Background: an optimization exercise with open tools, aiming at small area and a short achievable clock period. Do not read the settings as production practice.
Only simulation tests tie the RTL to the original design; equivalence was not proved.
No activity file was given, so power comes from the tool's default toggle rates.

==> exp/cedar: inputs <==
==> flow/design.v <==
module dm_oai22 (input logic a1, a2, b1, b2, output logic y);
  assign y = !((a1 || a2) && (b1 || b2));
endmodule
module dm_oai21 (input logic a1, a2, b1, output logic y);
  assign y = !((a1 || a2) && b1);
endmodule
module dm_nand4 (input logic a, b, c, d, output logic y);
  assign y = !(a && b && c && d);
endmodule
module dm_nand2 (input logic a, b, output logic y);
  assign y = !(a && b);
endmodule
module dm_nor2 (input logic a, b, output logic y);
  assign y = !(a || b);
endmodule
module dm_inv (input logic a, output logic y);
  assign y = !a;
endmodule
module dm_dec2 (input logic [1:0] a, output logic [3:0] y);
  always_comb begin
    for (int j = 0; j < 4; j++) y[j] = (a == j[1:0]);
  end
endmodule
module dm_dec3 (input logic [2:0] a, output logic [7:0] y);
  always_comb begin
    for (int j = 0; j < 8; j++) y[j] = (a == j[2:0]);
  end
endmodule
module dm_stall (
  input  logic [7:0] a,
  input  logic [1:0] dm,
  input  logic       valid,
  input  logic       ready,
  output logic       stall
);
  assign stall = (dm == 2'b10) && (a == 8'hFF) && valid && !ready;
endmodule
module dm_other_n (
  input  logic [7:0] a,
  input  logic       is_load,
  input  logic [7:0] io_in,
  input  logic       valid,
  output logic [7:0] y_n
);
  always_comb begin
    if (!is_load)        y_n = ~a;
    else if (a == 8'hFE) y_n = ~io_in;
    else if (a == 8'hFF) y_n = ~{7'b0000000, valid};
    else                 y_n = 8'hFF;
  end
endmodule
module dm_stage (
  input  logic       sig_clk,
  input  logic       sig_rst,
  input  logic [7:0] EX_data_result,
  input  logic [7:0] EX_data_reg,
  input  logic [1:0] EX_addr_reg,
  input  logic [1:0] EX_sig_ctrl_DM,
  input  logic       EX_sig_ctrl_RF,
  input  logic [7:0] IO_data_in,
  input  logic       IO_sig_ready,
  output logic [7:0] RF_data_wr,
  output logic [1:0] RF_addr_wr,
  output logic       RF_sig_wr,
  output logic [7:0] IO_data_out,
  output logic       IO_sig_valid,
  output logic       PL_sig_stall
);
  localparam int NW = 254;
  localparam int GW = 32;               
  localparam int NG = (NW + GW - 1) / GW;
  logic [7:0]  addr_s;
  logic        is_load_s;
  logic        is_store_s;
  logic [3:0]  pa_s;
  logic [7:0]  pb_s;
  logic [7:0]  pg_s;
  logic [GW-1:0] lo_n_s;
  logic [NG-1:0] hi_s;
  logic [NG-1:0] hs_n_s;
  logic [NW-1:0] we_s;
  logic [7:0]  wd_n_s;
  logic [7:0]  mem_n_r [0:NW-1];
  logic [7:0]  other_n_s;
  logic [7:0]  wb_s;
  logic        valid_r;
  logic [7:0]  rf_data_r;
  logic [1:0]  rf_addr_r;
  logic        rf_wr_r;
  assign addr_s     = EX_data_result;
  assign is_load_s  = (EX_sig_ctrl_DM == 2'b01);
  assign is_store_s = (EX_sig_ctrl_DM == 2'b10);
  dm_dec2 u_pa (.a(addr_s[1:0]), .y(pa_s));
  dm_dec3 u_pb (.a(addr_s[4:2]), .y(pb_s));
  dm_dec3 u_pg (.a(addr_s[7:5]), .y(pg_s));
  for (genvar j = 0; j < GW; j++) begin : g_lo
    dm_nand2 u_lo (.a(pa_s[j % 4]), .b(pb_s[j / 4]), .y(lo_n_s[j]));
  end
  for (genvar g = 0; g < NG; g++) begin : g_hi
    logic hl_n;
    dm_nand2 u_hl (.a(pg_s[g]), .b(is_load_s), .y(hl_n));
    dm_inv   u_hi (.a(hl_n), .y(hi_s[g]));
    dm_nand2 u_hs (.a(pg_s[g]), .b(is_store_s), .y(hs_n_s[g]));
  end
  assign wd_n_s = ~EX_data_reg;
  for (genvar w = 0; w < NW; w++) begin : g_word
    dm_nor2 u_we (.a(hs_n_s[w / GW]), .b(lo_n_s[w % GW]), .y(we_s[w]));
    always_ff @(posedge sig_clk) begin
      if (we_s[w]) mem_n_r[w] <= wd_n_s;
    end
  end
  for (genvar b = 0; b < 8; b++) begin : g_bit
    logic [NG-1:0] grp_n;
    logic [1:0]    q;
    logic          r_n;
    for (genvar g = 0; g < NG; g++) begin : g_grp
      localparam int NP = (g == NG - 1) ? (NW - (NG - 1) * GW) / 2 : GW / 2;
      logic [15:0] p;
      logic [7:0]  f_n;
      logic [1:0]  h;
      for (genvar k = 0; k < NP; k++) begin : g_pair
        dm_oai22 u_p (
          .a1(lo_n_s[2*k]),   .a2(mem_n_r[g*GW + 2*k][b]),
          .b1(lo_n_s[2*k+1]), .b2(mem_n_r[g*GW + 2*k + 1][b]),
          .y(p[k])
        );
      end
      for (genvar k = 0; k < NP / 2; k++) begin : g_four
        dm_nor2 u_f (.a(p[2*k]), .b(p[2*k+1]), .y(f_n[k]));
      end
      if (NP % 2 == 1) begin : g_odd
        dm_inv u_f (.a(p[NP-1]), .y(f_n[NP/2]));
      end
      for (genvar k = (NP + 1) / 2; k < 8; k++) begin : g_pad
        assign f_n[k] = 1'b1;
      end
      dm_nand4 u_h0 (.a(f_n[0]), .b(f_n[1]), .c(f_n[2]), .d(f_n[3]), .y(h[0]));
      dm_nand4 u_h1 (.a(f_n[4]), .b(f_n[5]), .c(f_n[6]), .d(f_n[7]), .y(h[1]));
      dm_oai21 u_g (.a1(h[0]), .a2(h[1]), .b1(hi_s[g]), .y(grp_n[g]));
    end
    dm_nand4 u_q0 (.a(grp_n[0]), .b(grp_n[1]), .c(grp_n[2]), .d(grp_n[3]), .y(q[0]));
    dm_nand4 u_q1 (.a(grp_n[4]), .b(grp_n[5]), .c(grp_n[6]), .d(grp_n[7]), .y(q[1]));
    dm_nor2 u_r (.a(q[0]), .b(q[1]), .y(r_n));
    dm_nand2 u_wb (.a(r_n), .b(other_n_s[b]), .y(wb_s[b]));
  end
  dm_other_n u_other (
    .a(addr_s), .is_load(is_load_s), .io_in(IO_data_in), .valid(valid_r), .y_n(other_n_s)
  );
  logic [7:0] io_data_r;
  logic       io_store_s;
  logic       accept_s;
  assign io_store_s = is_store_s && (addr_s == 8'hFF);
  assign accept_s   = io_store_s && !(valid_r && !IO_sig_ready);
  dm_stall u_stall (
    .a(addr_s), .dm(EX_sig_ctrl_DM), .valid(valid_r), .ready(IO_sig_ready), .stall(PL_sig_stall)
  );
  always_ff @(posedge sig_clk or posedge sig_rst) begin
    if (sig_rst) begin
      valid_r   <= 1'b0;
      io_data_r <= 8'h00;
    end else begin
      valid_r <= accept_s || (valid_r && !IO_sig_ready);
      if (accept_s) io_data_r <= EX_data_reg;
    end
  end
  assign IO_data_out  = io_data_r;
  assign IO_sig_valid = valid_r;
  always_ff @(posedge sig_clk or posedge sig_rst) begin
    if (sig_rst) begin
      rf_data_r <= 8'h00;
      rf_addr_r <= 2'b00;
      rf_wr_r   <= 1'b0;
    end else begin
      rf_data_r <= wb_s;
      rf_addr_r <= EX_addr_reg;
      rf_wr_r   <= EX_sig_ctrl_RF && !is_store_s;
    end
  end
  assign RF_data_wr = rf_data_r;
  assign RF_addr_wr = rf_addr_r;
  assign RF_sig_wr  = rf_wr_r;
endmodule
==> flow/run.sh <==
#!/bin/bash
# synth_recipe.tcl (not shown) runs the flow's synth.tcl, then flattens the netlist and writes it again
# the make line also repeats each setting of config.mk as NAME=value (left out here)
make -C /OpenROAD-flow-scripts/flow DESIGN_CONFIG=/design/flow/config.mk WORK_HOME=/design/flow/orfs CLKGATE_MAP_FILE= SYNTH_SCRIPT=/design/flow/synth_recipe.tcl finish
==> flow/config.mk <==
export PLATFORM = sky130hd
export DESIGN_NAME = dm_stage
export DESIGN_NICKNAME = dm_stage
export VERILOG_FILES = /design/flow/design.v
export SDC_FILE = /design/flow/constraint.sdc
export NUM_CORES = 4
export LEC_CHECK = 0
export CAP_MARGIN = 20
export CORE_MARGIN = 2
export CORE_UTILIZATION = 50
export CTS_CLUSTER_DIAMETER = 100
export CTS_CLUSTER_SIZE = 25
export SETUP_SLACK_MARGIN = 2.5
export SLEW_MARGIN = 20
export SYNTH_HIERARCHICAL = 1
export TNS_END_PERCENT = 0
==> flow/constraint.sdc <==
create_clock -name core_clock -period 5.0 [get_ports {sig_clk}]
set_input_delay 1.0000 -clock core_clock [delete_from_list [all_inputs] [get_ports {sig_clk}]]
set_output_delay 1.0000 -clock core_clock [all_outputs]
set_load 0.01 [all_outputs]
==> exp/onyx: changes against exp/cedar <==
--- a/flow/config.mk
+++ b/flow/config.mk
@@ -8,7 +8,7 @@
 export CAP_MARGIN = 20
 export CORE_MARGIN = 2
-export CORE_UTILIZATION = 50
-export CTS_CLUSTER_DIAMETER = 100
-export CTS_CLUSTER_SIZE = 25
+export CORE_UTILIZATION = 40
+export CTS_CLUSTER_DIAMETER = 60
+export CTS_CLUSTER_SIZE = 30
 export SETUP_SLACK_MARGIN = 2.5
 export SLEW_MARGIN = 20
==> exp/nickel: changes against exp/cedar <==
--- a/flow/config.mk
+++ b/flow/config.mk
@@ -9,6 +9,6 @@
 export CORE_MARGIN = 2
 export CORE_UTILIZATION = 50
-export CTS_CLUSTER_DIAMETER = 100
-export CTS_CLUSTER_SIZE = 25
+export CTS_CLUSTER_DIAMETER = 60
+export CTS_CLUSTER_SIZE = 30
 export SETUP_SLACK_MARGIN = 2.5
 export SLEW_MARGIN = 20
==> comparison <==
Area after synthesis is the same in exp/nickel and exp/cedar. The lowest first-iteration DRC count belongs to exp/onyx, the highest to exp/nickel. Between exp/nickel and exp/onyx, the lower cell count is in exp/nickel (gap 7.4%, measured against exp/onyx). Via count: exp/cedar < exp/onyx < exp/nickel. Register-to-register slack, highest first: exp/cedar, exp/nickel, exp/onyx. Critical path depth is the same in exp/onyx and exp/nickel. Sequential share of layout area: exp/cedar > exp/nickel > exp/onyx. The highest maximum frequency belongs to exp/nickel, the lowest to exp/onyx. The lowest global-route usage belongs to exp/onyx, the highest to exp/cedar.
==> figures <==
                                                                                   exp/cedar                   exp/onyx                 exp/nickel
Run status                                                                    finished clean             finished clean             finished clean
Non-CTS inverters                                                                         28                         26                         28
Critical Path Source                                                       EX_data_result[3]          EX_data_result[2]          EX_data_result[0]
Relative slew margins                                                                  25.9%                      17.8%                      27.5%
Post CTS Setup Buffer Count                                                               30                         76                         26
Critical register-to-register path startpoint                      mem_n_r[122][1]$_DFFE_PP_  mem_n_r[140][2]$_DFFE_PP_  mem_n_r[122][1]$_DFFE_PP_
Number of antenna violations at the first check in global routing                          7                          8                          8
Portion of total power attributed to sequential cells                                  65.8%                      59.7%                      58.5%
Final HPWL from detailed placement                                                 115000 µm                  117000 µm                  115000 µm
Total Wirelength                                                                   215000 µm                  214000 µm                  214000 µm
Maximum fanout along the worst path                                                       12                         12                         18
Total met3 wirelength after detailed routing                                        23500 µm                   18400 µm                   22400 µm
Routed via count                                                                       42.9k                      43.1k                      43.2k
Fmax                                                                                 348 MHz                    345 MHz                    353 MHz
Final non-filler cell total                                                             6564                       7176                       6646
Switching component of the power                                                     6.03 mW                    7.46 mW                    7.12 mW
Detailed-routing iteration count for the pre-antenna-repair pass                           6                          5                          6
DIE HEIGHT                                                                            386 µm                     431 µm                     386 µm
Layout buffering overhead excluding clock cells                                        5.35%                      5.92%                      4.58%
End point of the critical path                                        rf_data_r[1]$_DFF_PP0_     rf_data_r[3]$_DFF_PP0_     rf_data_r[6]$_DFF_PP0_

what the ideal ports hide:
How much do the figures lean on ideal ports? The routed layouts below were timed once more, with nothing changed but the port constraints. Step 1 sets driving cells, clkbuf_16 on the clock port and buf_2 on the other inputs (assumed; they add their load-dependent delay and slew). Step 2 also shifts input and output timing later by t, the mid clock arrival at the registers, as if the neighbouring blocks saw the same clock. Three values: ideal ports, drivers, drivers and shift; two values: the first two.
| run | t, ns | setup WS [ns] | clock arrival spread, ns |
|---|---|---|---|
| exp/cedar | 0.812 | 2.125 / 2.152 / 1.340 | 0.041 / 0.041 |
| exp/onyx | 0.883 | 2.105 / 2.020 / 1.137 | 0.058 / 0.058 |
| exp/nickel | 0.861 | 2.165 / 2.157 / 1.297 | 0.054 / 0.053 |
After both steps every run listed still meets setup and hold. The setup slack of exp/onyx, which loses most, moves by -0.085 ns with the drivers and by -0.968 ns with both steps.
